This design comes from an exercise in tuning for small area on the open sky130 flow, not from production work. In this exercise RTL edits were held to simulation tests only and were not proved equivalent to the original. Power and IR drop assume default switching activity. The clock port is modelled as an ideal driver; clocking choices that lean on that would not hold on a real chip.

===== flow/run.sh =====
#!/bin/bash
# synth_recipe.tcl (not shown) runs the flow's synth.tcl, then flattens the netlist and writes it again
# the make line also repeats each setting of config.mk as NAME=value (left out here)
make -C /OpenROAD-flow-scripts/flow DESIGN_CONFIG=/design/flow/config.mk WORK_HOME=/design/flow/orfs CLKGATE_MAP_FILE= SYNTH_SCRIPT=/design/flow/synth_recipe.tcl finish

===== flow/config.mk =====
export PLATFORM = sky130hd
export DESIGN_NAME = vga_color_pipe
export DESIGN_NICKNAME = vga_color_pipe
export VERILOG_FILES = /design/flow/design.v
export SDC_FILE = /design/flow/constraint.sdc
export NUM_CORES = 4
export LEC_CHECK = 0
export CAP_MARGIN = 20
export CORE_MARGIN = 2
export CORE_UTILIZATION = 60
export CTS_BUF_LIST = sky130_fd_sc_hd__clkbuf_8
export CTS_CLUSTER_SIZE = 30
export SLEW_MARGIN = 20
export SYNTH_HIERARCHICAL = 1
export SYNTH_MINIMUM_KEEP_SIZE = 0

===== flow/constraint.sdc =====
create_clock -name core_clock -period 10.0 [get_ports {clk_25m}]
set_input_delay 2.0000 -clock core_clock [delete_from_list [all_inputs] [get_ports {clk_25m}]]
set_output_delay 2.0000 -clock core_clock [all_outputs]
set_load 0.01 [all_outputs]

===== flow/design.v =====
module vga_color_pipe #(
    parameter int unsigned IN_W     = 8,
    parameter int unsigned CH_W     = 4,
    parameter int unsigned BR_W     = 4,
    parameter int unsigned FADE_DIV = 2
) (
    input  logic                clk_25m,
    input  logic                rst_n,
    input  logic                valid,
    input  logic [IN_W-1:0]     screen_data,
    input  logic [1:0]          mode,
    input  logic                pal_we,
    input  logic [IN_W-1:0]     pal_addr,
    input  logic [3*CH_W-1:0]   pal_wdata,
    input  logic                frame_tick,
    input  logic                fade_start,
    input  logic                fade_dir,
    output logic [3*CH_W-1:0]   rgb,
    output logic                rgb_valid,
    output logic                fade_busy,
    output logic                fade_done
);
    localparam int unsigned RGB_W = 3 * CH_W;
    localparam int unsigned DEPTH = 1 << IN_W;
    logic             r_phase;
    logic [RGB_W-1:0] r_s1_pal;
    logic [IN_W-1:0]  r_s1_data;
    logic             r_s1_valid;
    logic [1:0]       r_s1_mode;
    logic [15:0]      w_whi, w_wlo, w_rhi, w_rlo;
    logic [DEPTH-1:0] w_wsel;     
    logic [DEPTH-1:0] w_wsel_n;
    logic [DEPTH-1:0] w_rsel_n;   
    logic [RGB_W-1:0] w_wcol;
    logic [RGB_W-1:0] w_word [0:DEPTH-1];
    always_comb begin
        for (int k = 0; k < 16; k++) begin
            w_whi[k] = pal_we && (pal_addr[7:4] == k[3:0]);
            w_wlo[k] = (pal_addr[3:0] == k[3:0]);
            w_rhi[k] = (screen_data[7:4] == k[3:0]);
            w_rlo[k] = (screen_data[3:0] == k[3:0]);
        end
        for (int i = 0; i < DEPTH; i++) begin
            w_wsel[i]   = w_whi[i/16] & w_wlo[i%16];
            w_wsel_n[i] = ~(w_whi[i/16] & w_wlo[i%16]);
            w_rsel_n[i] = ~(w_rhi[i/16] & w_rlo[i%16]);
        end
    end
    assign w_wcol = pal_wdata ^ {RGB_W{r_phase}};
    always_ff @(posedge clk_25m) begin
        r_phase <= ~r_phase;
    end
    genvar gi, gj;
    generate
        for (gi = 0; gi < DEPTH; gi++) begin : g_row
            logic [RGB_W-1:0] r_word;
            logic [RGB_W-1:0] w_next;
            for (gj = 0; gj < RGB_W; gj++) begin : g_bit
                vcp_o22ai u_wr (.a1(r_word[gj]), .a2(w_wsel[gi]),
                                .b1(w_wcol[gj]), .b2(w_wsel_n[gi]), .y(w_next[gj]));
            end
            always_ff @(posedge clk_25m) begin
                r_word <= w_next;
            end
            assign w_word[gi] = r_word;
        end
    endgenerate
    logic [RGB_W-1:0] w_l1 [0:DEPTH/2-1];
    logic [RGB_W-1:0] w_l2 [0:DEPTH/32-1];
    logic [RGB_W-1:0] w_rd_n;    
    generate
        for (gi = 0; gi < DEPTH/2; gi++) begin : g_l1
            for (gj = 0; gj < RGB_W; gj++) begin : g_bit
                vcp_o22ai u_rd (.a1(w_word[2*gi][gj]), .a2(w_rsel_n[2*gi]),
                                .b1(w_word[2*gi+1][gj]), .b2(w_rsel_n[2*gi+1]),
                                .y(w_l1[gi][gj]));
            end
        end
        for (gi = 0; gi < DEPTH/32; gi++) begin : g_l2
            for (gj = 0; gj < RGB_W; gj++) begin : g_bit
                logic [15:0] w_in;
                for (genvar gk = 0; gk < 16; gk++) begin : g_in
                    assign w_in[gk] = w_l1[16*gi+gk][gj];
                end
                vcp_or16 u_or (.a(w_in), .y(w_l2[gi][gj]));
            end
        end
        for (gj = 0; gj < RGB_W; gj++) begin : g_l3
            vcp_or8 u_or (.a({w_l2[7][gj], w_l2[6][gj], w_l2[5][gj], w_l2[4][gj],
                               w_l2[3][gj], w_l2[2][gj], w_l2[1][gj], w_l2[0][gj]}),
                           .y(w_rd_n[gj]));
        end
    endgenerate
    always_ff @(posedge clk_25m) begin
        r_s1_pal <= ~(w_rd_n ^ {RGB_W{r_phase}});
    end
    always_ff @(posedge clk_25m) begin
        if (!rst_n) begin
            r_s1_valid <= 1'b0;
            r_s1_data  <= '0;
            r_s1_mode  <= '0;
        end else begin
            r_s1_valid <= valid;
            r_s1_data  <= screen_data;
            r_s1_mode  <= mode;
        end
    end
    logic [RGB_W-1:0] w_pal;
    logic [CH_W-1:0]  w_c0, w_c1, w_c2;
    assign w_pal = r_s1_pal;
    always_comb begin
        w_c0 = {r_s1_data[7:5], r_s1_data[7]};
        w_c1 = {r_s1_data[4:2], r_s1_data[4]};
        w_c2 = {r_s1_data[1:0], r_s1_data[1:0]};
        case (r_s1_mode)
            2'd1: begin
                w_c0 = w_pal[3:0];
                w_c1 = w_pal[7:4];
                w_c2 = w_pal[11:8];
            end
            2'd2: begin
                w_c0 = r_s1_data[7:4];
                w_c1 = r_s1_data[7:4];
                w_c2 = r_s1_data[7:4];
            end
            default: begin
            end
        endcase
    end
    localparam logic [1:0] IDLE = 2'd0, FADE_OUT = 2'd1, FADE_IN = 2'd2;
    logic [1:0]    r_state, w_state_nx;
    logic [BR_W:0] r_level, w_level_nx, w_target, w_step;
    logic          r_div, w_div_nx;
    logic          r_done, w_done_nx;
    function automatic logic [CH_W-1:0] scale(input logic [CH_W-1:0] c,
                                              input logic [BR_W:0]   lvl);
        logic [CH_W+BR_W:0] p;
        p = {{(BR_W+1){1'b0}}, c} * {{CH_W{1'b0}}, lvl};
        scale = p[BR_W +: CH_W];
    endfunction
    always_ff @(posedge clk_25m) begin
        if (!rst_n) begin
            rgb       <= '0;
            rgb_valid <= 1'b0;
        end else begin
            rgb_valid <= r_s1_valid;
            if (r_s1_valid) begin
                rgb <= {scale(w_c2, r_level), scale(w_c1, r_level), scale(w_c0, r_level)};
            end else begin
                rgb <= '0;
            end
        end
    end
    always_ff @(posedge clk_25m) begin
        if (!rst_n) begin
            r_state <= IDLE;
            r_level <= 5'd16;
            r_div   <= 1'b0;
            r_done  <= 1'b0;
        end else begin
            r_state <= w_state_nx;
            r_level <= w_level_nx;
            r_div   <= w_div_nx;
            r_done  <= w_done_nx;
        end
    end
    assign w_target = (r_state == FADE_IN) ? 5'd16 : 5'd0;
    assign w_step   = (r_state == FADE_IN) ? r_level + 1'b1 : r_level - 1'b1;
    always_comb begin
        w_state_nx = r_state;
        w_level_nx = r_level;
        w_div_nx   = r_div;
        w_done_nx  = 1'b0;
        if (r_state == IDLE) begin
            if (fade_start) begin
                w_state_nx = fade_dir ? FADE_IN : FADE_OUT;
                w_div_nx   = 1'b0;
            end
        end else if (frame_tick) begin
            if (r_div) begin
                w_div_nx = 1'b0;
                if (r_level == w_target) begin
                    w_state_nx = IDLE;
                    w_done_nx  = 1'b1;
                end else begin
                    w_level_nx = w_step;
                    if (w_step == w_target) begin
                        w_state_nx = IDLE;
                        w_done_nx  = 1'b1;
                    end
                end
            end else begin
                w_div_nx = 1'b1;
            end
        end
    end
    assign fade_busy = (r_state != IDLE);
    assign fade_done = r_done;
endmodule
module vcp_o22ai (
    input  logic a1, a2, b1, b2,
    output logic y
);
    assign y = ~((a1 | a2) & (b1 | b2));
endmodule
module vcp_or16 (
    input  logic [15:0] a,
    output logic        y
);
    assign y = |a;
endmodule
module vcp_or8 (
    input  logic [7:0] a,
    output logic       y
);
    assign y = |a;
endmodule

==> results of run 1 <==
## cells by family after synthesis
family          share of synthesized area
mux                             0.0006978
simple gates                      0.06186
xor+xnor                         0.003663
buf+inv                           0.01404
compound gates                     0.2908
flops                              0.6216
fa+ha+maj                        0.007302
## synth_stat cells, drive strengths merged (2+ instances only)
library cell,number,area share
a21o,7,0.00052
a21oi,9,0.00045
a221oi,4,0.00035
a22o,3,0.00027
a22oi,4,0.00030
a31oi,5,0.00031
and2,38,0.0024
and4,2,0.00017
buf,20,0.0011
clkbuf,59,0.0022
dfxtp,3118,0.62
fa,16,0.0032
ha,33,0.0041
inv,285,0.011
mux2i,7,0.00070
nand2,571,0.021
nand2b,18,0.0011
nand3,4,0.00020
nand3b,2,0.00015
nand4,98,0.0061
nor2,53,0.0020
nor2b,8,0.00050
nor3,25,0.0016
nor3b,2,0.00015
nor4,412,0.026
o21ai,7,0.00042
o22ai,4610,0.29
or2,2,0.00012
or3,2,0.00012
xnor2,24,0.0021
xor2,18,0.0016
## worst paths after layout
path	start	to	slack [ns]	cells after the start
worst min register to register	g_row[187].r_word[10]$_DFF_P_	g_row[187].r_word[10]$_DFF_P_	0.44	1
worst min-delay path	g_row[187].r_word[10]$_DFF_P_	g_row[187].r_word[10]$_DFF_P_	0.44	1
worst max-delay path	screen_data[2]	r_s1_pal[8]$_DFF_P_	3.67	11
worst max register to register	r_s1_mode[0]$_SDFF_PN0_	rgb[7]$_SDFF_PN0_	5.82	13
## cell usage in the layout (no fill, tap or decap), types with 12 or more instances in the layout
| cell | count |
|---|---|
| nor4_2 | 19 |
| inv_1 | 446 |
| ha_1 | 33 |
| xor2_4 | 12 |
| nor2_4 | 18 |
| buf_12 | 16 |
| nand4_1 | 98 |
| bufinv_16 | 15 |
| clkdlybuf4s50_1 | 51 |
| xnor2_1 | 24 |
| nor2_1 | 31 |
| clkbuf_8 | 606 |
| buf_4 | 102 |
| fa_1 | 16 |
| o22ai_1 | 4610 |
| nand2_1 | 571 |
| and2_1 | 38 |
| nand2b_1 | 18 |
| diode_2 | 19 |
| clkinv_2 | 45 |
| nor4_1 | 392 |
| nor3_2 | 16 |
| dfxtp_1 | 3117 |
## through the flow
step	total power, µW	setup WS [ns]	cell area [µm²]
5_1_grt	26640	3.879	114700
6_report	25960	3.666	114800
4_1_cts	25880	4.204	114700
3_5_place_dp	15470	3.023	105000
2_1_floorplan	14790	-1.144	100500
3_3_place_gp	15380	1.844	104900
## Yosys stat by module (local to each module, per instance)
| module | cell area [µm²] | cells | times used |
|---|---|---|---|
| vcp_or16 | 31.28 | 5 | 96 |
| vga_color_pipe | 68390 | 4355 | 1 |
| vcp_o22ai | 6.256 | 1 | 4608 |
| vcp_or8 | 16.27 | 3 | 12 |
## state kept, by name, summed over array words and instances, names as in the netlist
name and count:
g_row.r_word 3072, r_s1_pal 12, rgb 12, r_s1_data 8
r_level 5, r_s1_mode 2, r_state 2, r_div 1
r_done 1, r_phase 1, r_s1_valid 1, rgb_valid 1
## power groups by stage
stage	clock [µW]	combinational [µW]	sequential, µW
after floorplan	0	889	13900
after global placement	0	1340	14000
after detailed placement	0	1420	14100
after CTS	10700	1410	13800
after global routing	11200	1520	13900
final	10700	1480	13800
## routing by layer
metal	up-vias	track usage	wire, µm
met1	45747	0.5790	147700
met2	6771	0.6342	165400
met5	-	0	77
met3	1522	0.1033	46280
met4	12	0.2837	29080
li1	40581	-	-
## cell type report
| class | instances | area share |
|---|---|---|
| diodes | 19 | 0.0004142 |
| inverters | 286 | 0.009353 |
| well taps | 2204 | 0.02403 |
| multi-input cells | 5996 | 0.3240 |
| clock inverters | 230 | 0.01174 |
| repair buffers | 169 | 0.01391 |
| flip-flops and latches | 3118 | 0.5439 |
| clock buffers | 606 | 0.07267 |
==> notes.md, run 1 <==
status=no timing/DRC/antenna violations; number of library cell types mapped by synthesis=between 50 and 60; CTS H-Tree Depth=5; WHS=between 0.4 and 0.5 ns; IO buf count=between 50 and 60; Mean Syn Cell Area=between 10 and 15 µm²; antenna violations before repair=24; utilization after layout=0.6887; Async S/R FF share, synth=0; Post-CTS Resized=0; Max Cap Viol=0; DP HPWL=240.6 mm; CP Buf/Inv Count=2; PD cells=226.1 nW/µm²; Syn Nets=roughly 9,600; Cell Area, Synth=between 100,000 and 150,000 µm²; synthesis-to-layout area growth=14.30%; hold crit path type=flip-flop to flip-flop; final hold vios=0; fillers=about 13,000; # DRC=0; total number of clock tree sinks=between 3,000 and 4,000; wire length per cell=30.77 µm; drt initial violations=13,474; Max Clock Skew=just under 0.06 ns; setup TNS=0 ns; Slew headroom=0.08107; Finished Layout Cells=between 10,000 and 15,000; sw frac=0.2422; global route total overflow=0; most used cell, CP=nand2_1; Pleak=0.04660 µW; Post-Syn Instances=between 9,000 and 10,000; Crit Path Max Fanout=16; CP max stage delay=about 1.1 ns; crit path kind=input port to flip-flop; DR pass1 iterations=8; CTS Hold Buffers Added=0; sequential share of power=0.532; share of cells above drive strength 1=0.08438; vias in the first global route=roughly 87,000; NetSw=roughly 6300 µW; Reg clk slew, reported paths=approximately 0.060 ns; pin count of the biggest net entering global routing=around 150; Worst path slowest cell=nor4_1; Final Max Slew Viols=0; die width=413.1 µm; Setup crit start kind=input port; Post-synth EDFFs=0; Post-DRT Antenna Nets=0; Skew-Pair Late Insertion Delay=1.13 ns; Worst Tran Pin Value=~1.4 ns; die area=~170,000 µm²; Root Buffer=clkbuf_8; RSZ-0062 raised after global routing=false; final period utilization=0.6334; Placed Cells=around 12,000; Vias/cell=around 7.5; WL final=a little under 400 mm; Clock power frac=0.411; Post-CTS Setup Bufs=0; Clock Path Buffers=4; first-pass GRT wire length=~560 mm; fin nets=a little over 10,000; Top Ports=52; final RePlAce weighted congestion=1.064; max frequency=around 0.16 GHz; multi-input combinational cell area=37,190 µm²; Initial Util=0.6025; register area share after synthesis=0.6216; Yosys warnings=11; WP data required=10.95 ns; family with the most delay on the worst path=simple AND/OR/NAND/NOR gates; Die Ht=413.1 µm; fin crit period=roughly 6.3 ns; site row count=150; worst path arrival time=approximately 7.3 ns; clock tree from TritonCTS=yes; worst vdd ir=0.1891 mV; ys flop type=dfxtp_1; Core Footprint=approximately 170,000 µm²; FF+latch count, synth=3,118; Total GRT Usage=0.4354; clock buffer count from CTS=480; critical-path cell list=clkdlybuf4s50_1 > nand2b_1 > nor2_4 > buf_4 > nand2_1 > o22ai_1 > nor4_1 > nand4_1 > nor4_2 > nand2_1 > xnor2_1; # setup viols final=0; FF+latch area=around 62,000 µm²; Int Power=a little under 20,000 µW; Setup crit end kind=flip-flop; DR vias=approximately 95,000; part of the power in combinational logic=0.057
==> inputs of run 2 (changes only) <==
--- a/flow/config.mk
+++ b/flow/config.mk
@@ -9,5 +9,3 @@
 export CORE_MARGIN = 2
-export CORE_UTILIZATION = 60
-export CTS_BUF_LIST = sky130_fd_sc_hd__clkbuf_8
-export CTS_CLUSTER_SIZE = 30
+export CORE_UTILIZATION = 40
 export SLEW_MARGIN = 20
==> notes.md, run 2 <==
Worst path slowest cell=nor4_1; vias in the first global route=86,736 (+0.043%); Pleak=0.04639 µW (-0.45%); Synth area leader=dfxtp_1; PD cells=236.0 nW/µm² (+4.3%); final RePlAce weighted congestion=1.011 (-5.0%); utilization after layout=0.4716 (-0.2171); final period utilization=0.7034 (+0.06996); CP Buf/Inv Count=2 (unchanged); DP HPWL=260.6 mm (+8.3%); # DRC=0 (unchanged); CP Launch Point=screen_data[2]; Mean Syn Cell Area=10.59 µm² (unchanged); Max Clock Skew=0.08042 ns (+0.02110 ns); Post-CTS Resized=0 (unchanged); most common library cells after synthesis=o22ai_1, dfxtp_1, nand2_1; clock tree from TritonCTS=yes; Max Cap Viol=0 (unchanged); Yosys warnings=11 (unchanged); Slew headroom=0.08448 (+0.003403); die area=255,100 µm² (+49%); DR vias=92,837 (-1.9%); wire length per cell=30.00 µm (-2.5%); Core Footprint=249,100 µm² (+49%); Post-CTS Setup Bufs=0 (unchanged); antenna violations before repair=18 (-25%); number of library cell types mapped by synthesis=52 (unchanged); synthesis-to-layout area growth=17.00%; number of flip-flops in the largest register=3,072 (unchanged); global route total overflow=0 (unchanged); fin nets=9,992 (-1.4%); Clock Path Buffers=4 (unchanged); Async S/R FF share, synth=0 (unchanged); crit path kind=input port to flip-flop; r2r worst-path depth=14 (+1); Design Area, Final=117,500 µm² (+2.4%); Area contributors post-synth=dfxtp_1, o22ai_1, nor4_1; Setup crit start kind=input port; Post-DRT Antenna Nets=0 (unchanged); WL final=404.8 mm (+4.2%); worst vdd ir=0.1825 mV (-3.5%); ys flop type=dfxtp_1; worst path arrival time=7.84 ns (+0.56 ns); Total GRT Usage=0.3005 (-0.1349); CTS H-Tree Depth=5 (unchanged); setup TNS=0 ns (unchanged); Die Ht=505.0 µm (+22%); Hold Crit Depth=1 (unchanged); register bank with the most flops=g_row.r_word; total number of clock tree sinks=3,118 (unchanged); hold wc startpoint=g_row[16].r_word[5]$_DFF_P_; Post-Syn Instances=9,479 (unchanged); site row count=183 (+22%); final hold vios=0 (unchanged); most frequent cell after synthesis=o22ai_1; fillers=22,737 (+76%); Skew-Pair Late Insertion Delay=0.99 ns (-0.14 ns); reg2reg start=r_s1_mode[0]$_SDFF_PN0_; CTS Hold Buffers Added=0 (unchanged); Final Max Slew Viols=0 (unchanged); Worst path depth=11 (unchanged); Worst Tran Pin Value=1.373 ns (+0.007490 ns); clock buffer count from CTS=331 (-31%); commonest non-fill, non-tap cell in the layout=o22ai_1; Setup crit end kind=flip-flop; Synth top area share=0.6216 (unchanged); register area share after synthesis=0.6216 (unchanged); max frequency=0.1422 GHz (-9.9%); DR pass1 iterations=8 (unchanged); RSZ-0062 raised after global routing=false; FF+latch count, synth=3,118 (unchanged); Root Buffer=clkbuf_16; Post-synth EDFFs=0 (unchanged); commonest cells after routing, fill and taps aside=o22ai_1, dfxtp_1, nand2_1, nor4_1, clkbuf_16; IO buf count=51 (unchanged); Reg clk slew, reported paths=0.06 ns (about the same); critical-path cell list=clkdlybuf4s50_1 > nand2b_1 > nor2_4 > buf_4 > nand2_1 > o22ai_1 > nor4_1 > nand4_1 > nor4_1 > nand2_1 > xnor2_1; Regs by FF count=g_row.r_word: 3072 flops, r_s1_pal: 12 flops, rgb: 12 flops; drt initial violations=12,039 (-11%); Cell Area, Synth=100,400 µm² (unchanged); family with the most delay on the worst path=simple AND/OR/NAND/NOR gates; WP data required=10.80 ns (-0.15 ns); Vias/cell=6.881 (-8.2%); # setup viols final=0 (unchanged); fin crit period=7.034 ns (+0.6996 ns); first-pass GRT wire length=586.5 mm (+3.8%); Syn Nets=9,565 (unchanged); hold crit path type=flip-flop to flip-flop; Crit Path Max Fanout=12 (-4); Placement Cell Area=106,500 µm² (+1.4%); share of cells above drive strength 1=0.07095 (-0.01343); die width=505.0 µm (+22%); Initial Util=0.4031 (-0.1994); CP max stage delay=1.12 ns (about the same); Top Ports=52 (unchanged); pin count of the biggest net entering global routing=148 (unchanged); status=no timing/DRC/antenna violations
run 2: report_power, final:
| part | internal, µW | leakage (µW) | switching, µW |
|---|---|---|---|
| registers | 13300 | 0.0281 | 516 |
| logic | 573 | 0.0129 | 907 |
| clock network | 7390 | 0.00539 | 5040 |
| total | 21300 | 0.0464 | 6460 |
run 2: modules after synthesis (local to each module, per instance):
module | times used | flip-flops and latches | cell area (µm²) | cells inside
vcp_or16 | 96 | 0 | 31.28 | 5
vga_color_pipe | 1 | 3118 | 68390 | 4355
vcp_or8 | 12 | 0 | 16.27 | 3
vcp_o22ai | 4608 | 0 | 6.256 | 1
run 2: through the flow:
stage | setup slack (ns) | power [µW] | hold slack (ns) | std cells
final | 2.966 | 27720 | 0.4423 | 13492
after detailed placement | 2.022 | 15490 | 0.4377 | 12902
after floorplan | -1.144 | 14790 | 0.4225 | 9479
after global routing | 3.170 | 28450 | 0.4515 | 13482
after CTS | 3.008 | 27720 | 0.4455 | 13477
after global placement | 1.386 | 15420 | 0.4298 | 12895
run 2: worst reg2reg max path, stage by stage (launching register included):
cell      delay (ns)
dfxtp_1         0.34
inv_1           0.06
ha_1            0.50
a221oi_1        0.57
nor2_1          0.20
and2_1          0.22
fa_1            0.50
inv_1           0.05
fa_1            0.53
inv_1           0.04
ha_1            0.33
a21o_1          0.19
a31o_2          0.24
a31oi_1         0.22
mux2i_1         0.20
run 2: final cells by class:
type / instances / area [µm²] / share of cell area
Clock inverter: 96 / 1230 / 0.01047
Clock buffer: 479 / 9707 / 0.08262
Inverter: 286 / 1074 / 0.009138
Timing Repair Buffer: 173 / 1609 / 0.01370
Tap cell: 3330 / 4167 / 0.03546
Multi-Input combinational cell: 5996 / 37240 / 0.3170
Sequential cell: 3118 / 62420 / 0.5313
Antenna cell: 14 / 35.03 / 0.0002982
run 2: logic make-up (layout without fill, tap and decap cells):
group | after synthesis | after routing | synth area share
AO/OA/AOI/OAI | 4659 | 4659 | 0.2908
multiplexers | 7 | 7 | 0.0006978
XOR/XNOR | 42 | 42 | 0.003663
AND/OR/NAND/NOR | 1239 | 1239 | 0.06186
flip-flops | 3118 | 3118 | 0.6216
other | 0 | 14 | 0
adder cells (fa/ha/maj) | 49 | 49 | 0.007302
buffers and inverters | 365 | 1034 | 0.01404
run 2: metal layers:
layer / vias to the layer above / share of wire / track usage
li1: 40244 / - / -
met1: 45866 / 0.40 / 0.4020
met2: 5566 / 0.43 / 0.4394
met3: 1138 / 0.11 / 0.08501
met4: 23 / 0.057 / 0.1565
met5: - / 0.00042 / 0
run 2: worst paths after layout:
kind	slack (ns)	endpoint
worst max register to register	5.74	rgb[11]$_SDFF_PN0_
worst max-delay path	2.97	r_s1_pal[5]$_DFF_P_
worst min register to register	0.44	g_row[16].r_word[5]$_DFF_P_
worst min-delay path	0.44	g_row[16].r_word[5]$_DFF_P_
==> inputs of run 3 (changes only) <==
--- a/flow/config.mk
+++ b/flow/config.mk
@@ -10,2 +10,4 @@
 export CORE_UTILIZATION = 40
+export CTS_CLUSTER_DIAMETER = 100
+export CTS_CLUSTER_SIZE = 20
 export SLEW_MARGIN = 20
==> notes.md, run 3 <==
status=no timing/DRC/antenna violations; Root Buffer=clkbuf_16; setup TNS=0 ns (unchanged); Hold Crit Depth=1 (unchanged); Clock Path Buffers=3 (-1); most frequent cell after synthesis=o22ai_1; family with the most delay on the worst path=simple AND/OR/NAND/NOR gates; Slew headroom=0.1263 (+0.04180); DR pass1 iterations=8 (unchanged); global route total overflow=0 (unchanged); site row count=183 (unchanged); CP Buf/Inv Count=3 (+1); fin crit period=7.151 ns (+0.1170 ns); R2R setup slack=5.75 ns (about the same); register bank with the most flops=g_row.r_word; Die Ht=505.0 µm (unchanged); utilization after layout=0.4464 (-0.02517); Async S/R FF share, synth=0 (unchanged); WL final=401.0 mm (-0.93%); final hold vios=0 (unchanged); die area=255,100 µm² (unchanged); antenna violations before repair=25 (+7); WP data required=10.73 ns (-0.07 ns); critical-path cell list=clkdlybuf4s50_1 > nand2b_1 > nor3_2 > buf_4 > buf_4 > nand2_1 > o22ai_1 > nor4_1 > nand4_1 > nor4_1 > nand2_1 > xnor2_1; worst path arrival time=7.88 ns (+0.04 ns); max frequency=0.1398 GHz (-1.6%); synthesis-to-layout area growth=10.75%; # setup viols final=0 (unchanged); clock buffer count from CTS=174 (-47%); Worst Tran Pin Value=1.311 ns (-0.06269 ns); Setup crit start kind=input port; Cell Area, Synth=100,400 µm² (unchanged); Max Clock Skew=0.04242 ns (-0.03800 ns); Max Cap Viol=0 (unchanged); Post-DRT Antenna Nets=0 (unchanged); share of cells above drive strength 1=0.04116 (-0.02979); clock tree from TritonCTS=yes; register area share after synthesis=0.6216 (unchanged); commonest cells after routing, fill and taps aside=o22ai_1, dfxtp_1, nand2_1, nor4_1, inv_1; Final Max Slew Viols=0 (unchanged); Initial Util=0.4031 (unchanged); Setup crit end kind=flip-flop; Worst path slowest cell=nor4_1; most common library cells after synthesis=o22ai_1, dfxtp_1, nand2_1; number of flip-flops in the largest register=3,072 (unchanged); Yosys warnings=11 (unchanged); Pleak=0.04328 µW (-6.7%); DP HPWL=260.6 mm (unchanged); IO buf count=51 (unchanged); Regs by FF count=g_row.r_word: 3072 flops, r_s1_pal: 12 flops, rgb: 12 flops; wire length per cell=30.58 µm (+1.9%); ys flop type=dfxtp_1; pin count of the biggest net entering global routing=148 (unchanged); drt initial violations=12,723 (+5.7%); Total GRT Usage=0.2973 (-0.003227); Syn Nets=9,565 (unchanged); # DRC=0 (unchanged); vias in the first global route=84,910 (-2.1%); hold worst-path end=g_row[65].r_word[0]$_DFF_P_; hold crit path type=flip-flop to flip-flop; die width=505.0 µm (unchanged); r2r worst-path depth=14 (unchanged); total number of clock tree sinks=3,118 (unchanged); Post-Syn Instances=9,479 (unchanged); Post-synth EDFFs=0 (unchanged); DR vias=91,671 (-1.3%); WHS=0.4443 ns (+0.001979 ns); Top Ports=52 (unchanged); RSZ-0062 raised after global routing=false; hold wc startpoint=g_row[65].r_word[0]$_DFF_P_; CTS H-Tree Depth=4 (-1); final period utilization=0.7151 (+0.01170); Area contributors post-synth=dfxtp_1, o22ai_1, nor4_1; CP max stage delay=1.10 ns (-0.02 ns); PD cells=203.2 nW/µm² (-14%); Core Footprint=249,100 µm² (unchanged); number of library cell types mapped by synthesis=52 (unchanged); Mean Syn Cell Area=10.59 µm² (unchanged); reg2reg start=r_s1_mode[0]$_SDFF_PN0_; first-pass GRT wire length=579.2 mm (-1.2%); final RePlAce weighted congestion=1.011 (unchanged); crit path kind=input port to flip-flop; CTS Hold Buffers Added=0 (unchanged); Post-CTS Setup Bufs=0 (unchanged); Synth area leader=dfxtp_1; Vias/cell=6.990 (+1.6%); Skew-Pair Late Insertion Delay=0.89 ns (-0.10 ns); total power=22,600 µW (-18%); fin nets=9,834 (-1.6%); Reg clk slew, reported paths=0.08 ns (+0.02 ns); commonest non-fill, non-tap cell in the layout=o22ai_1; FF+latch count, synth=3,118 (unchanged); reg-to-reg endpoint=rgb[11]$_SDFF_PN0_; Crit Path Max Fanout=12 (unchanged); Post-CTS Resized=0 (unchanged); Synth top area share=0.6216 (unchanged); worst vdd ir=0.1884 mV (+3.2%)
run 3: changes by cell type in the layout (fill, tap and decap cells not counted), sizes merged:
cell / delta
clkinvlp: -9
bufinv: -25
diode: +5
clkinv: -49
inv: +1
buf: -1
clkbuf: -299
run 3: where the power goes:
group | internal, µW | switching (µW) | total, µW
combinational | 572 | 905 | 1480
sequential | 13300 | 515 | 13800
clock | 3210 | 4120 | 7330
total | 17100 | 5540 | 22600
run 3: final cells by class:
| type | instances | area (µm²) |
|---|---|---|
| clock buffers | 180 | 4441 |
| inverters | 286 | 1074 |
| multi-input cells | 5996 | 37240 |
| flip-flops and latches | 3118 | 62420 |
| diodes | 19 | 47.55 |
| well taps | 3330 | 4167 |
| clock inverters | 14 | 225.2 |
| repair buffers | 172 | 1604 |
| fillers | 23301 | 137900 |
run 3: cell families (layout without fill, tap and decap cells):
kind of cell	Yosys count	count (layout)	share of synthesized area
AO/OA/AOI/OAI	4659	4659	0.2908
flip-flops	3118	3118	0.6216
AND/OR/NAND/NOR	1239	1239	0.06186
buffers and inverters	365	652	0.01404
adder cells (fa/ha/maj)	49	49	0.007302
XOR/XNOR	42	42	0.003663
multiplexers	7	7	0.0006978
other	0	19	0
run 3: worst reg2reg max path, cell delays in order (launching register included):
cell and delay (ns):
dfxtp_1 0.36, inv_1 0.05, ha_1 0.49, a221oi_1 0.56
nor2_1 0.20, and2_1 0.22, fa_1 0.50, inv_1 0.05
fa_1 0.53, inv_1 0.04, ha_1 0.33, a21o_1 0.19
a31o_2 0.24, a31oi_1 0.23, mux2i_1 0.20
run 3: worst max path at each step:
stage              startpoint                         end  slack [ns]  depth (start not counted)
2_1_floorplan    pal_wdata[1]  g_row[0].r_word[1]$_DFF_P_       -1.14                          2
6_report       screen_data[0]         r_s1_pal[9]$_DFF_P_        2.85                         12
5_1_grt        screen_data[0]        r_s1_pal[11]$_DFF_P_        2.89                         12
3_3_place_gp   screen_data[2]         r_s1_pal[1]$_DFF_P_        1.39                         11
4_1_cts        screen_data[0]        r_s1_pal[11]$_DFF_P_        2.95                         12
3_5_place_dp   screen_data[0]        r_s1_pal[11]$_DFF_P_        2.02                         12
run 3: through the flow:
step,cell area [µm²],std cells,setup WS [ns]
6_report,111200,13115,2.849
5_1_grt,111200,13100,2.888
4_1_cts,111200,13096,2.948
3_5_place_dp,106500,12902,2.022
3_3_place_gp,106300,12895,1.386
2_1_floorplan,100500,9479,-1.144
run 3: Yosys stat by module, one instance, submodules excluded:
module          area, µm²  copies in the design
vcp_o22ai           6.256                  4608
vcp_or8             16.27                    12
vcp_or16            31.28                    96
vga_color_pipe      68390                     1
run 3: metal layers:
| metal | wire, µm | vias to the layer above | part of all wire | GRT usage |
|---|---|---|---|---|
| li1 | - | 39652 | - | - |
| met5 | 152 | - | 0.00038 | 0 |
| met3 | 43510 | 1059 | 0.11 | 0.07402 |
| met2 | 173000 | 5434 | 0.43 | 0.4402 |
| met1 | 163700 | 45510 | 0.41 | 0.4037 |
| met4 | 20710 | 16 | 0.052 | 0.1437 |
==> inputs of run 4 (changes only) <==
--- a/flow/config.mk
+++ b/flow/config.mk
@@ -9,5 +9,5 @@
 export CORE_MARGIN = 2
-export CORE_UTILIZATION = 40
+export CORE_UTILIZATION = 65
 export CTS_CLUSTER_DIAMETER = 100
-export CTS_CLUSTER_SIZE = 20
+export CTS_CLUSTER_SIZE = 28
 export SLEW_MARGIN = 20
==> notes.md, run 4 <==
Die Ht=397.1 µm (-21%); WL met3=48.19 mm (+11%); Root Buffer=clkbuf_16; largest family of logic cells by synthesized area=compound AO/OA/AOI/OAI gates; antenna violations before repair=25 (unchanged); Cell Area, Synth=100,400 µm² (unchanged); DR pass1 iterations=10 (+2); fin nets=9,779 (-0.56%); Post-DRT Antenna Nets=0 (unchanged); met2 WL post-DR=154.6 mm (-11%); commonest non-fill, non-tap cell in the layout=o22ai_1; Post-Syn Instances=9,479 (unchanged); # setup viols final=0 (unchanged); register area share after synthesis=0.6216 (unchanged); ys flop type=dfxtp_1; CTS Hold Buffers Added=0 (unchanged); multiplexer share of the synthesized area=0.0006978 (unchanged); Area contributors post-synth=dfxtp_1, o22ai_1, nor4_1; PD cells=196.1 nW/µm² (-3.5%); WP data required=10.68 ns (-0.05 ns); Mean Syn Cell Area=10.59 µm² (unchanged); adder-cell share of the synthesized area=0.007302 (unchanged); fin crit period=6.551 ns (-0.6000 ns); DP HPWL=231.8 mm (-11%); Top Metal Used=met5; register bank with the most flops=g_row.r_word; Worst path slowest cell=nor4_2; Post-CTS Setup Bufs=0 (unchanged); NetSw=5100 µW (-8.0%); Finished Layout Cells=11,770 (-10%); WHS=0.4487 ns (+0.004452 ns); DR vias=92,442 (+0.84%); setup TNS=0 ns (unchanged); simple-gate share of the synthesized area=0.06186 (unchanged); Max Cap Viol=0 (unchanged); total number of clock tree sinks=3,118 (unchanged); Clock Path Buffers=3 (unchanged); die area=157,600 µm² (-38%); synthesis-to-layout area growth=7.588%; global route total overflow=0 (unchanged); Regs by FF count=g_row.r_word: 3072 flops, r_s1_pal: 12 flops, rgb: 12 flops; crit path kind=input port to flip-flop; vias in the first global route=85,335 (+0.50%); final hold vios=0 (unchanged); number of flip-flops in the largest register=3,072 (unchanged); critical-path cell list=clkdlybuf4s50_1 > nand2b_1 > nor2_4 > buf_4 > nand2_1 > o22ai_1 > nor4_1 > nand4_1 > nor4_2 > nand2_1 > xnor2_1; Yosys warnings=11 (unchanged); Vias/cell=7.854 (+12%); commonest cells after routing, fill and taps aside=o22ai_1, dfxtp_1, nand2_1, nor4_1, inv_1; part of the power in combinational logic=0.069 (+0.004); Clock power frac=0.279 (-0.045); WL final=367.5 mm (-8.3%); max frequency=0.1527 GHz (+9.2%); most frequent cell after synthesis=o22ai_1; complex-gate fraction of the synthesized area=0.2908 (unchanged); Worst Tran Pin Value=1.324 ns (+0.01349 ns); number of library cell types mapped by synthesis=52 (unchanged); Setup crit start kind=input port; site row count=144 (-21%); xor-xnor portion of the synthesized cell area=0.003663 (unchanged); most used cell, CP=nand2_1; Core Footprint=153,700 µm² (-38%); # DRC=0 (unchanged); Async S/R FF share, synth=0 (unchanged); M1 WL=137.5 mm (-16%); Pleak=0.04253 µW (-1.7%); final period utilization=0.6551 (-0.06000); Skew-Pair Late Insertion Delay=0.82 ns (-0.07 ns); worst path arrival time=7.23 ns (-0.65 ns); final RePlAce weighted congestion=1.030 (+1.9%); final worst setup slack=3.449 ns (+0.6000 ns); first-pass GRT wire length=541.1 mm (-6.6%); sw frac=0.2407 (-0.004604); sequential share of power=0.651 (+0.041); Post-synth EDFFs=0 (unchanged); pin count of the biggest net entering global routing=161 (+8.8%); Final Max Slew Viols=0 (unchanged); Placed Cells=11,611 (-10%); family with the most delay on the worst path=simple AND/OR/NAND/NOR gates; worst vdd ir=0.2298 mV (+22%); IO buf count=51 (unchanged); CP Buf/Inv Count=2 (-1); die width=397.1 µm (-21%); Top Ports=52 (unchanged); hold crit path type=flip-flop to flip-flop; wire length per cell=31.23 µm (+2.1%); share of cells above drive strength 1=0.03362 (-0.007548); Max Clock Skew=0.03871 ns (-0.003717 ns); Int Power=16,090 µW (-5.7%); Syn Nets=9,565 (unchanged); FF+latch count, synth=3,118 (unchanged); total power=21,190 µW (-6.2%); Crit Path Max Fanout=16 (+4); status=no timing/DRC/antenna violations; Setup crit end kind=flip-flop; Post-CTS Resized=0 (unchanged); Synth area leader=dfxtp_1; drt initial violations=14,449 (+14%); Slew headroom=0.1091 (-0.01713); CTS H-Tree Depth=3 (-1); Initial Util=0.6534 (+0.2503); Total GRT Usage=0.4459 (+0.1486); pre-CTS setup slack=2.943 ns (+0.9215 ns); Reg clk slew, reported paths=0.11 ns (+0.03 ns); RSZ-0062 raised after global routing=false; Synth top area share=0.6216 (unchanged); most common library cells after synthesis=o22ai_1, dfxtp_1, nand2_1; CP max stage delay=1.03 ns (-0.07 ns); clock buffer count from CTS=121 (-30%); clock tree from TritonCTS=yes
-- run 4: changes by cell type in the layout (fill, tap and decap cells not counted), moves of 3 or more --
cell and delta:
diode_2 +9, inv_6 -4, buf_12 -3, clkinv_16 -3, clkbuf_16 -53, nor4_2 -7, nor4_1 +7, nor2_1 +3
-- run 4: modules after synthesis (local to each module, per instance) --
module / cell area [µm²] / times used / cells inside / flops+latches
vcp_o22ai: 6.256 / 4608 / 1 / 0
vga_color_pipe: 68390 / 1 / 4355 / 3118
vcp_or8: 16.27 / 12 / 3 / 0
vcp_or16: 31.28 / 96 / 5 / 0
-- run 4: path summary, 6_finish.rpt --
kind | slack (ns) | from | endpoint | cells after the start
worst max register to register | 5.76 | r_s1_mode[0]$_SDFF_PN0_ | rgb[3]$_SDFF_PN0_ | 14
worst min register to register | 0.45 | g_row[72].r_word[6]$_DFF_P_ | g_row[72].r_word[6]$_DFF_P_ | 1
worst max-delay path | 3.45 | screen_data[0] | r_s1_pal[4]$_DFF_P_ | 11
worst min-delay path | 0.45 | g_row[72].r_word[6]$_DFF_P_ | g_row[72].r_word[6]$_DFF_P_ | 1
-- run 4: power groups by stage --
stage / sequential (µW) / combinational (µW) / clock (µW)
finish: 13800 / 1470 / 5920
global route: 13900 / 1510 / 6340
CTS: 13800 / 1400 / 5910
detailed placement: 14100 / 1400 / 0
global placement: 14000 / 1330 / 0
floorplan: 13900 / 889 / 0
-- run 4: metal layers --
metal | up-vias | GRT usage
li1 | 39565 | -
met1 | 44541 | 0.5895
met2 | 6758 | 0.6375
met3 | 1550 | 0.1242
met4 | 28 | 0.2989
met5 | - | 0
-- run 4: logic make-up (layout without fill, tap and decap cells) --
logic type      after synthesis  in the layout
other cells                   0             28
simple gates               1239           1239
xor+xnor                     42             42
compound gates             4659           4659
mux                           7              7
flops                      3118           3118
buf+inv                     365            584
fa+ha+maj                    49             49
-- run 4: metrics by stage --
step,util,cell area [µm²]
2_1_floorplan,-,100500
3_3_place_gp,0.6808,104600
3_5_place_dp,0.6815,104700
4_1_cts,0.7020,107900
5_1_grt,0.7025,108000
6_report,0.7030,108000
-- run 4: final cells by class --
type / instances / area [µm²]
flip-flops and latches: 3118 / 62420
repair buffers: 170 / 1575
diodes: 28 / 70.07
clock inverters: 3 / 45.04
inverters: 286 / 1074
fillers: 11666 / 45650
clock buffers: 125 / 3107
multi-input cells: 5996 / 37190
well taps: 2044 / 2557
==> inputs of run 5 (changes only) <==
==> flow/flow/run.sh (new file) <==
#!/bin/bash
# Own flow: the standard layout (standard.sh, unchanged synthesis) with
# different clock-tree and port-buffer options passed through ORFS's own
# environment hooks. Every tool's output goes to a log in this folder.
set -euo pipefail
export CTS_ARGS="-sink_clustering_enable -repair_clock_nets -dont_use_dummy_load -sink_clustering_size 28 -sink_clustering_max_diameter 100"
export BUFFER_PORTS_ARGS="-buffer_cell sky130_fd_sc_hd__buf_1"
bash standard.sh > standard_flow.log 2>&1
==> flow/standard.sh (new file) <==
#!/bin/bash
# synth_recipe.tcl (not shown) runs the flow's synth.tcl, then flattens the netlist and writes it again
# the make line also repeats each setting of config.mk as NAME=value (left out here)
make -C /OpenROAD-flow-scripts/flow DESIGN_CONFIG=/design/flow/config.mk WORK_HOME=/design/flow/orfs CLKGATE_MAP_FILE= SYNTH_SCRIPT=/design/flow/synth_recipe.tcl "${@:-finish}"
--- a/flow/config.mk
+++ b/flow/config.mk
@@ -7,3 +7,3 @@
 export LEC_CHECK = 0
-export CAP_MARGIN = 20
+export CAP_MARGIN = 5
 export CORE_MARGIN = 2
@@ -12,3 +12,4 @@
 export CTS_CLUSTER_SIZE = 28
-export SLEW_MARGIN = 20
+export GPL_TIMING_DRIVEN = 0
+export SLEW_MARGIN = 5
 export SYNTH_HIERARCHICAL = 1
removed: flow/run.sh
==> notes.md, run 5 <==
Die Ht=397.1 µm (unchanged); Slew headroom=-0.1417 (-0.2508); r2r worst-path depth=6 (-8); share of cells above drive strength 1=0.04180 (+0.008187); CTS Hold Buffers Added=0 (unchanged); most frequent cell after synthesis=o22ai_1; die width=397.1 µm (unchanged); fin crit period=7.533 ns (+0.9825 ns); first-pass GRT wire length=533.8 mm (-1.3%); number of library cell types mapped by synthesis=52 (unchanged); Core Footprint=153,700 µm² (unchanged); Hold Crit Depth=1 (unchanged); WP data required=10.67 ns (about the same); register bank with the most flops=g_row.r_word; total power=21,160 µW (-0.13%); CTS H-Tree Depth=3 (unchanged); clock tree from TritonCTS=yes; CP max stage delay=1.24 ns (+0.21 ns); Post-CTS Resized=0 (unchanged); Max Cap Viol=2 (+2); Yosys warnings=11 (unchanged); Finished Layout Cells=11,888 (+1.0%); Worst Tran Pin Value=1.697 ns (+0.3728 ns); WL final=365.6 mm (-0.52%); RSZ-0062 raised after global routing=false; Layout Check Fails=max-capacitance violations, max-slew violations; Crit Path Max Fanout=12 (-4); Max Clock Skew=0.06042 ns (+0.02171 ns); clock buffer count from CTS=121 (unchanged); total number of clock tree sinks=3,118 (unchanged); Clock power frac=0.275 (-0.004); # DRC=0 (unchanged); Clock Path Buffers=3 (unchanged); synthesis-to-layout area growth=10.03%; Reg clk slew, reported paths=0.10 ns (about the same); Setup crit end kind=flip-flop; DP HPWL=255.2 mm (+10%); WHS=0.4439 ns (-0.004872 ns); hold wc startpoint=g_row[100].r_word[6]$_DFF_P_; hold crit path type=flip-flop to flip-flop; crit path kind=input port to flip-flop; worst path arrival time=8.20 ns (+0.97 ns); Area contributors post-synth=dfxtp_1, o22ai_1, nor4_1; NetSw=5042 µW (-1.1%); commonest cells after routing, fill and taps aside=o22ai_1, dfxtp_1, nand2_1, nor4_1, inv_1; antenna violations before repair=25 (unchanged); Syn Nets=9,565 (unchanged); Initial Util=0.6534 (unchanged); global route total overflow=0 (unchanged); commonest non-fill, non-tap cell in the layout=o22ai_1; Top Ports=52 (unchanged); fin nets=9,920 (+1.4%); IO buf count=51 (unchanged); setup TNS=0 ns (unchanged); die area=157,600 µm² (unchanged); number of flip-flops in the largest register=3,072 (unchanged); Post-CTS Setup Bufs=0 (unchanged); FF+latch count, synth=3,118 (unchanged); Post-DRT Antenna Nets=0 (unchanged); hold worst-path end=g_row[100].r_word[6]$_DFF_P_; DR pass1 iterations=10 (unchanged); vias in the first global route=83,533 (-2.1%); site row count=144 (unchanged); sequential share of power=0.649 (-0.002); ys flop type=dfxtp_1; PD cells=191.5 nW/µm² (-2.4%); Placed Cells=11,752 (+1.2%); DR vias=92,301 (-0.15%); most common library cells after synthesis=o22ai_1, dfxtp_1, nand2_1; Final Max Slew Viols=4 (+4); Pleak=0.04370 µW (+2.8%); Async S/R FF share, synth=0 (unchanged); sw frac=0.2382 (-0.002427); register area share after synthesis=0.6216 (unchanged); final period utilization=0.7533 (+0.09825); pin count of the biggest net entering global routing=29 (-82%); Total GRT Usage=0.4413 (-0.004601); Skew-Pair Late Insertion Delay=0.83 ns (about the same); Mean Syn Cell Area=10.59 µm² (unchanged); Int Power=16,120 µW (+0.19%); Root Buffer=clkbuf_16; Post-Syn Instances=9,479 (unchanged); reg-to-reg endpoint=r_s1_pal[0]$_DFF_P_; Synth top area share=0.6216 (unchanged); Vias/cell=7.764 (-1.1%); Cell Area, Synth=100,400 µm² (unchanged); Post-synth EDFFs=0 (unchanged); part of the power in combinational logic=0.076 (+0.007); # setup viols final=0 (unchanged); R2R setup slack=5.68 ns (-0.08 ns); final hold vios=0 (unchanged); drt initial violations=14,127 (-2.2%); critical-path cell list=buf_1 > nand2b_1 > nor2_1 > clkbuf_1 > nand2_1 > o22ai_1 > nor4_1 > nand4_1 > nor4_1 > nand2_1 > xnor2_1; final RePlAce weighted congestion=0.9482 (-8.0%); Regs by FF count=g_row.r_word: 3072 flops, r_s1_pal: 12 flops, rgb: 12 flops; max frequency=0.1327 GHz (-13%); Synth area leader=dfxtp_1; status=complete, but fails checks; Worst path slowest cell=nor4_1; worst vdd ir=0.1929 mV (-16%); Setup crit start kind=input port; reg2reg start=g_row[244].r_word[0]$_DFF_P_; wire length per cell=30.75 µm (-1.5%)
run 5: stage by stage:
step,utilization,setup slack [ns],cell area [µm²]
after floorplan,-,-1.144,100500
after global placement,0.6717,-11.44,103200
after detailed placement,0.6985,2.261,107300
after CTS,0.7182,3.028,110400
after global routing,0.7188,2.903,110500
final,0.7189,2.467,110500
run 5: per-layer routing:
metal  track usage  wire (µm)
met1        0.6010     138200
met2        0.6278     152500
met3        0.1308      49090
met4        0.2457      25430
met5             0        322
run 5: cell families (layout without fill, tap and decap cells):
group	count (synthesis)	count (layout)	share of synthesized area
AO/OA/AOI/OAI	4659	4659	0.2908
flip-flops	3118	3118	0.6216
AND/OR/NAND/NOR	1239	1239	0.06186
buffers and inverters	365	718	0.01404
adder cells (fa/ha/maj)	49	49	0.007302
XOR/XNOR	42	42	0.003663
multiplexers	7	7	0.0006978
other	0	12	0
run 5: Yosys stat by module (local to each module, per instance):
| module | cells | area, µm² | times used | flops+latches |
|---|---|---|---|---|
| vcp_o22ai | 1 | 6.256 | 4608 | 0 |
| vcp_or16 | 5 | 31.28 | 96 | 0 |
| vga_color_pipe | 4355 | 68390 | 1 | 3118 |
| vcp_or8 | 3 | 16.27 | 12 | 0 |
run 5: critical path, delay by kind of cell:
kind | cells | cell delay [ns]
AOI/OAI and AO/OA | 1 | 0.20
xor gates and xnor gates | 1 | 0.22
buffers and inverters | 2 | 1.07
and+or+nand+nor | 7 | 4.67
run 5: power groups by stage:
stage,sequential [µW],combinational (µW),clock (µW)
2_1_floorplan,13900,889,0
3_3_place_gp,14000,1350,0
3_5_place_dp,14000,1520,0
4_1_cts,13700,1520,5810
5_1_grt,13800,1650,6230
6_report,13700,1610,5810
run 5: area by class of cell:
type                    count  area (µm²)
diodes                     12       30.03
plain buffers              79       367.9
clock buffers             121        3028
fillers                 11190       43200
inverters                 286        1074
multi-input cells        5996       36990
flip-flops and latches   3118       62420
well taps                2044        2557
repair buffers            232        4025
run 5: worst max path at each step:
stage	start	endpoint	slack, ns	cells past startpoint
floorplan	pal_wdata[1]	g_row[0].r_word[1]$_DFF_P_	-1.14	2
global placement	pal_wdata[3]	g_row[34].r_word[3]$_DFF_P_	-11.44	3
finish	screen_data[4]	r_s1_pal[10]$_DFF_P_	2.47	11
global route	screen_data[4]	r_s1_pal[10]$_DFF_P_	2.90	11
CTS	screen_data[4]	r_s1_pal[1]$_DFF_P_	3.03	11
detailed placement	screen_data[4]	r_s1_pal[9]$_DFF_P_	2.26	11
==> inputs of run 6 (changes only) <==
--- a/flow/config.mk
+++ b/flow/config.mk
@@ -7,3 +7,3 @@
 export LEC_CHECK = 0
-export CAP_MARGIN = 5
+export CAP_MARGIN = 10
 export CORE_MARGIN = 2
@@ -12,4 +12,3 @@
 export CTS_CLUSTER_SIZE = 28
-export GPL_TIMING_DRIVEN = 0
-export SLEW_MARGIN = 5
+export SLEW_MARGIN = 10
 export SYNTH_HIERARCHICAL = 1
==> notes.md, run 6 <==
status=no timing/DRC/antenna violations; fin crit period=6.588 ns (-0.9453 ns); RSZ-0062 raised after global routing=false; Die Ht=397.1 µm (unchanged); Reg clk slew, reported paths=0.11 ns (about the same); most common library cells after synthesis=o22ai_1, dfxtp_1, nand2_1; Total GRT Usage=0.4547 (+0.01345); worst vdd ir=0.2217 mV (+15%); max frequency=0.1518 GHz (+14%); Finished Layout Cells=11,763 (-1.1%); number of flip-flops in the largest register=3,072 (unchanged); most frequent cell after synthesis=o22ai_1; Top Ports=52 (unchanged); Cell Area, Synth=100,400 µm² (unchanged); pre-CTS setup slack=3.034 ns (+0.7730 ns); largest family of logic cells by synthesized area=compound AO/OA/AOI/OAI gates; wire length per cell=32.01 µm (+4.1%); sequential share of power=0.654 (+0.005); IO buf count=51 (unchanged); pin count of the biggest net entering global routing=157 (+440%); Clock power frac=0.277 (+0.002); CP max stage delay=1.14 ns (-0.10 ns); simple-gate share of the synthesized area=0.06186 (unchanged); fillers=11,607 (+3.7%); Synth top area share=0.6216 (unchanged); Slew headroom=0.06198 (+0.2036); commonest cells after routing, fill and taps aside=o22ai_1, dfxtp_1, nand2_1, nor4_1, inv_1; DP HPWL=236.4 mm (-7.3%); drt initial violations=14,308 (+1.3%); worst path arrival time=7.26 ns (-0.94 ns); xor-xnor portion of the synthesized cell area=0.003663 (unchanged); vias in the first global route=85,059 (+1.8%); hold worst-path end=g_row[126].r_word[1]$_DFF_P_; share of cells above drive strength 1=0.03231 (-0.009494); total power=21,150 µW (about the same); die width=397.1 µm (unchanged); FF+latch count, synth=3,118 (unchanged); final worst setup slack=3.412 ns (+0.9453 ns); Synth area leader=dfxtp_1; Skew-Pair Late Insertion Delay=0.81 ns (-0.02 ns); Initial Util=0.6534 (unchanged); CTS H-Tree Depth=3 (unchanged); final period utilization=0.6588 (-0.09452); critical-path cell list=buf_1 > nand2b_1 > nor2_4 > buf_4 > nand2_1 > o22ai_1 > nor4_1 > nand4_1 > nor4_2 > nand2_1 > xnor2_1; Vias/cell=7.897 (+1.7%); WL final=376.5 mm (+3.0%); register area share after synthesis=0.6216 (unchanged); hold crit path type=flip-flop to flip-flop; DR pass1 iterations=10 (unchanged); Placed Cells=11,611 (-1.2%); adder-cell share of the synthesized area=0.007302 (unchanged); GR peak layer=met2; clock tree from TritonCTS=yes; Int Power=16,020 µW (-0.63%); ys flop type=dfxtp_1; Hold Crit Depth=1 (unchanged); met2 GRT Util=0.6522 (+0.02442); reg-to-reg endpoint=rgb[7]$_SDFF_PN0_; Max Clock Skew=0.05535 ns (-0.005063 ns); PD cells=196.7 nW/µm² (+2.7%); Clock Path Buffers=3 (unchanged); Worst path slowest cell=nor4_2; Post-DRT Antenna Nets=0 (unchanged); Area contributors post-synth=dfxtp_1, o22ai_1, nor4_1; R2R setup slack=5.59 ns (-0.09 ns); CTS Hold Buffers Added=0 (unchanged); fin nets=9,776 (-1.5%); Setup crit end kind=flip-flop; number of library cell types mapped by synthesis=52 (unchanged); part of the power in combinational logic=0.070 (-0.006); commonest non-fill, non-tap cell in the layout=o22ai_1; multiplexer share of the synthesized area=0.0006978 (unchanged); Post-CTS Setup Bufs=0 (unchanged); die area=157,600 µm² (unchanged); site row count=144 (unchanged); Pleak=0.04230 µW (-3.2%); Mean Syn Cell Area=10.59 µm² (unchanged); Final Max Slew Viols=0 (-4); register bank with the most flops=g_row.r_word; global route total overflow=0 (unchanged); antenna violations before repair=25 (unchanged); Syn Nets=9,565 (unchanged); clock buffer count from CTS=121 (unchanged); NetSw=5131 µW (+1.8%); Regs by FF count=g_row.r_word: 3072 flops, r_s1_pal: 12 flops, rgb: 12 flops; hold wc startpoint=g_row[126].r_word[1]$_DFF_P_; # DRC=0 (unchanged); Post-CTS Resized=0 (unchanged); Root Buffer=clkbuf_16; Crit Path Max Fanout=12 (unchanged); total number of clock tree sinks=3,118 (unchanged); Yosys warnings=11 (unchanged); synthesis-to-layout area growth=7.060%; crit path kind=input port to flip-flop; sw frac=0.2426 (+0.004372); first-pass GRT wire length=548.0 mm (+2.7%); WP data required=10.67 ns (about the same); complex-gate fraction of the synthesized area=0.2908 (unchanged); # setup viols final=0 (unchanged); DR vias=92,898 (+0.65%); final RePlAce weighted congestion=1.067 (+12%); Post-Syn Instances=9,479 (unchanged); met1 usage=0.5885 (-0.01252); Post-synth EDFFs=0 (unchanged); most used cell, CP=nand2_1; Max Cap Viol=0 (-2); r2r worst-path depth=12 (+6); Async S/R FF share, synth=0 (unchanged); reg2reg start=r_s1_mode[0]$_SDFF_PN0_; Setup crit start kind=input port; met3 Resource Use GR=0.1483 (+0.01757); Worst Tran Pin Value=1.394 ns (-0.3027 ns); final hold vios=0 (unchanged); Core Footprint=153,700 µm² (unchanged)
[run 6: cell counts after synthesis]
Identical to the previous run, type by type.
[run 6: stage by stage]
stage / setup TNS [ns] / utilization / hold slack (ns) / cell area [µm²]
6_report: 0 / 0.6995 / 0.4471 / 107500
5_1_grt: 0 / 0.6990 / 0.4586 / 107400
4_1_cts: 0 / 0.6990 / 0.4452 / 107400
3_5_place_dp: 0 / 0.6793 / 0.4377 / 104400
3_3_place_gp: 0 / 0.6786 / 0.4295 / 104300
2_1_floorplan: -878.77 / - / 0.4225 / 100500
[run 6: worst max path at each step]
stage | cells after the start | slack [ns] | to | start
2_1_floorplan | 2 | -1.14 | g_row[0].r_word[1]$_DFF_P_ | pal_wdata[1]
5_1_grt | 11 | 3.52 | r_s1_pal[1]$_DFF_P_ | screen_data[1]
4_1_cts | 11 | 3.88 | r_s1_pal[1]$_DFF_P_ | screen_data[1]
3_3_place_gp | 11 | 2.58 | r_s1_pal[1]$_DFF_P_ | screen_data[1]
3_5_place_dp | 11 | 3.03 | r_s1_pal[1]$_DFF_P_ | screen_data[1]
6_report | 11 | 3.41 | r_s1_pal[1]$_DFF_P_ | screen_data[1]
[run 6: Yosys stat by module (local to each module, per instance)]
module	flops+latches	copies in the design	cells	cell area, µm²
vcp_o22ai	0	4608	1	6.256
vcp_or16	0	96	5	31.28
vcp_or8	0	12	3	16.27
vga_color_pipe	3118	1	4355	68390
[run 6: power groups by stage]
stage / clock [µW] / sequential (µW) / combinational, µW
after floorplan: 0 / 13900 / 889
after global placement: 0 / 14100 / 1320
after detailed placement: 0 / 14100 / 1400
after CTS: 5830 / 13800 / 1400
after global routing: 6240 / 13900 / 1510
final: 5850 / 13800 / 1470
[run 6: area by class of cell]
class                   count  area, µm²  area share
inverters                 286       1074    0.009986
multi-input cells        5996      37150      0.3455
diodes                     31      77.57   0.0007216
flip-flops and latches   3118      62420      0.5806
clock buffers             121       3028     0.02816
well taps                2044       2557     0.02379
repair buffers            167       1200     0.01116
[run 6: logic make-up after synthesis]
group / Yosys count
AO/OA/AOI/OAI: 4659
XOR/XNOR: 42
adder cells (fa/ha/maj): 49
buffers and inverters: 365
flip-flops: 3118
multiplexers: 7
AND/OR/NAND/NOR: 1239
[run 6: layer usage]
layer	vias to the layer above	share of wire
li1	39570	-
met5	-	0.0011
met1	44376	0.36
met3	1710	0.14
met4	28	0.079
met2	7214	0.42
[run 6: critical path: cells and delay by family]
| kind | cells | cell delay [ns] |
|---|---|---|
| XOR/XNOR | 1 | 0.19 |
| AO/OA/AOI/OAI | 1 | 0.20 |
| AND/OR/NAND/NOR | 7 | 4.07 |
| buffers and inverters | 2 | 0.77 |
==> inputs of run 7 (changes only) <==
--- a/flow/config.mk
+++ b/flow/config.mk
@@ -7,3 +7,3 @@
 export LEC_CHECK = 0
-export CAP_MARGIN = 10
+export CAP_MARGIN = 20
 export CORE_MARGIN = 2
@@ -12,3 +12,3 @@
 export CTS_CLUSTER_SIZE = 28
-export SLEW_MARGIN = 10
+export SLEW_MARGIN = 20
 export SYNTH_HIERARCHICAL = 1
==> notes.md, run 7 <==
global route total overflow=0 (unchanged); CTS H-Tree Depth=3 (unchanged); # setup viols final=0 (unchanged); R2R setup slack=5.58 ns (about the same); DR vias=92,942 (+0.047%); number of library cell types mapped by synthesis=52 (unchanged); Post-DRT Antenna Nets=0 (unchanged); share of cells above drive strength 1=0.03312 (+0.0008155); r2r worst-path depth=12 (unchanged); Slew headroom=0.1269 (+0.06488); worst vdd ir=0.1877 mV (-15%); max frequency=0.1646 GHz (+8.4%); Clock Path Buffers=3 (unchanged); Area contributors post-synth=dfxtp_1, o22ai_1, nor4_1; die width=397.1 µm (unchanged); met1 usage=0.5882 (about the same); Mean Syn Cell Area=10.59 µm² (unchanged); Post-CTS Setup Bufs=0 (unchanged); Top Ports=52 (unchanged); crit path kind=input port to flip-flop; site row count=144 (unchanged); Crit Path Max Fanout=12 (unchanged); clock tree from TritonCTS=yes; most common library cells after synthesis=o22ai_1, dfxtp_1, nand2_1; pre-CTS setup slack=3.409 ns (+0.3752 ns); IO buf count=51 (unchanged); Synth area leader=dfxtp_1; Synth top area share=0.6216 (unchanged); PD cells=196.6 nW/µm² (about the same); wire length per cell=32.01 µm (about the same); most frequent cell after synthesis=o22ai_1; Worst Tran Pin Value=1.310 ns (-0.08447 ns); Total GRT Usage=0.4559 (+0.001174); final worst setup slack=3.925 ns (+0.5131 ns); total power=21,150 µW (about the same); register area share after synthesis=0.6216 (unchanged); Root Buffer=clkbuf_16; status=no timing/DRC/antenna violations; fin nets=9,779 (+0.031%); Initial Util=0.6534 (unchanged); final hold vios=0 (unchanged); met2 GRT Util=0.6597 (+0.007560); total number of clock tree sinks=3,118 (unchanged); WP data required=10.66 ns (about the same); reg-to-reg endpoint=rgb[7]$_SDFF_PN0_; register bank with the most flops=g_row.r_word; Post-CTS Resized=0 (unchanged); Placement Cell Area=104,400 µm² (about the same); FF+latch count, synth=3,118 (unchanged); hold wc startpoint=g_row[74].r_word[2]$_DFF_P_; die area=157,600 µm² (unchanged); WL final=376.8 mm (about the same); RSZ-0062 raised after global routing=false; final period utilization=0.6075 (-0.05131); synthesis-to-layout area growth=7.136% (about the same); worst path arrival time=6.73 ns (-0.53 ns); number of flip-flops in the largest register=3,072 (unchanged); Core Footprint=153,700 µm² (unchanged); GR peak layer=met2; first-pass GRT wire length=549.4 mm (+0.24%); met3 Resource Use GR=0.1447 (-0.003686); Die Ht=397.1 µm (unchanged); Reg clk slew, reported paths=0.11 ns (about the same); commonest non-fill, non-tap cell in the layout=o22ai_1; Max Clock Skew=0.07475 ns (+0.01940 ns); pin count of the biggest net entering global routing=157 (unchanged); # DRC=0 (unchanged); Pleak=0.04233 µW (about the same); Cell Area, Synth=100,400 µm² (unchanged); hold crit path type=flip-flop to flip-flop; fin crit period=6.075 ns (-0.5131 ns); DR pass1 iterations=17 (+7); Design Area, Final=107,600 µm² (about the same); reg2reg start=r_s1_mode[0]$_SDFF_PN0_; antenna violations before repair=30 (+20%); clock buffer count from CTS=121 (unchanged); Post-synth EDFFs=0 (unchanged); Regs by FF count=g_row.r_word: 3072 flops, r_s1_pal: 12 flops, rgb: 12 flops; Vias/cell=7.897 (about the same); Post-Syn Instances=9,479 (unchanged); ys flop type=dfxtp_1; Setup crit start kind=input port; DP HPWL=236.7 mm (+0.11%); vias in the first global route=85,397 (+0.40%); Syn Nets=9,565 (unchanged); fillers=11,606 (-0.0086%); Async S/R FF share, synth=0 (unchanged); Hold Crit Depth=1 (unchanged); Yosys warnings=11 (unchanged); CTS Hold Buffers Added=0 (unchanged); hold worst-path end=g_row[74].r_word[2]$_DFF_P_; Setup crit end kind=flip-flop; Final Max Slew Viols=0 (unchanged); drt initial violations=14,575 (+1.9%); Skew-Pair Late Insertion Delay=0.82 ns (about the same); commonest cells after routing, fill and taps aside=o22ai_1, dfxtp_1, nand2_1, nor4_1, inv_1; final RePlAce weighted congestion=1.067 (unchanged); Max Cap Viol=0 (unchanged)
-- run 7: cells by family (layout without fill, tap and decap cells) --
| family | count (synthesis) | count (layout) | share of synthesized area |
|---|---|---|---|
| and+or+nand+nor | 1239 | 1239 | 0.06186 |
| AOI/OAI and AO/OA | 4659 | 4659 | 0.2908 |
| DFF | 3118 | 3118 | 0.6216 |
| xor gates and xnor gates | 42 | 42 | 0.003663 |
| adders and majority gates | 49 | 49 | 0.007302 |
| muxes | 7 | 7 | 0.0006978 |
| other | 0 | 34 | 0 |
| buffers and inverters | 365 | 577 | 0.01404 |
-- run 7: stage by stage --
stage,hold WS (ns),setup TNS [ns],std cells,utilization
detailed placement,0.4377,0,11614,0.6796
CTS,0.4518,0,11735,0.6993
floorplan,0.4225,-878.77,9479,-
global route,0.4583,0,11736,0.6995
global placement,0.4295,0,11604,0.6786
finish,0.4491,0,11769,0.7000
-- run 7: where the power goes --
part / internal (µW) / switching [µW]
Clock: 2170 / 3680
Sequential: 13300 / 546
Combinational: 572 / 903
-- run 7: area by class of cell --
| type | instances | area [µm²] | area share |
|---|---|---|---|
| clock buffers | 121 | 3028 | 0.02814 |
| inverters | 286 | 1074 | 0.009979 |
| repair buffers | 170 | 1237 | 0.01150 |
| diodes | 34 | 85.08 | 0.0007908 |
| multi-input cells | 5996 | 37180 | 0.3456 |
| well taps | 2044 | 2557 | 0.02377 |
| flip-flops and latches | 3118 | 62420 | 0.5802 |
-- run 7: modules after synthesis, one instance, submodules excluded --
module	cells	cell area [µm²]
vga_color_pipe	4355	68390
vcp_or16	5	31.28
vcp_or8	3	16.27
vcp_o22ai	1	6.256
-- run 7: critical path, cell delays in order --
cell and delay (ns):
buf_1 0.45, nand2b_1 0.42, nor2_4 0.25, buf_4 0.37, nand2_1 0.45, o22ai_1 0.22
nor4_1 0.67, nand4_1 0.51, nor4_1 1.05, nand2_1 0.15, xnor2_1 0.18
-- run 7: layer usage --
metal / routed length [µm] / vias to the layer above
li1: - / 39547
met1: 137200 / 44520
met2: 158300 / 7092
met3: 52070 / 1743
met4: 28830 / 40
met5: 364 / -
-- run 7: how the worst max path moves through the flow --
stage                        start                    endpoint  slack [ns]  cells after the start
global placement    screen_data[1]         r_s1_pal[1]$_DFF_P_        2.58                     11
global route        screen_data[2]         r_s1_pal[9]$_DFF_P_        3.96                     11
floorplan             pal_wdata[1]  g_row[0].r_word[1]$_DFF_P_       -1.14                      2
finish              screen_data[1]         r_s1_pal[8]$_DFF_P_        3.92                     11
detailed placement  screen_data[2]         r_s1_pal[2]$_DFF_P_        3.41                     11
CTS                 screen_data[2]         r_s1_pal[2]$_DFF_P_        4.24                     11

==> port drivers added, routing unchanged <==
The results above use ideal ports. As a check the final layouts listed here were re-extracted and re-timed, cells and wires unchanged.
Step 1 sets driving cells, clkbuf_16 on the clock port and buf_2 on the other inputs (assumed; they add their load-dependent delay and slew).
Step 2 adds t to the input delays and takes it off the output delays; t is the mean of the earliest and latest rising clock arrival at the registers after step 1. Input paths then give back, and output paths get back, about the clock's delay inside the block.
a / b / c = ideal / step 1 / step 2; a / b = the first two.
run | shift t [ns] | setup WS [ns] | worst setup path after step 2 | slew at the worst register clock pin (ns) | pins driven straight from the clock port
run 1 | 1.179 | 3.666 / 3.726 / 2.547 | input to register | 0.07 / 0.07 | 1
run 2 | 1.054 | 2.966 / 3.037 / 1.982 | input to register | 0.07 / 0.07 | 1
run 3 | 0.974 | 2.849 / 2.923 / 1.949 | input to register | 0.10 / 0.10 | 1
run 4 | 0.889 | 3.449 / 3.502 / 2.613 | input to register | 0.11 / 0.11 | 1
run 5 | 0.884 | 2.467 / 2.520 / 1.636 | input to register | 0.11 / 0.11 | 1
run 6 | 0.878 | 3.412 / 3.473 / 2.595 | input to register | 0.11 / 0.11 | 1
run 7 | 0.871 | 3.925 / 3.981 / 3.110 | input to register | 0.11 / 0.11 | 1
For run 1, which loses most, drivers alone change the setup slack by +0.060 ns; drivers and shift together by -1.119 ns.
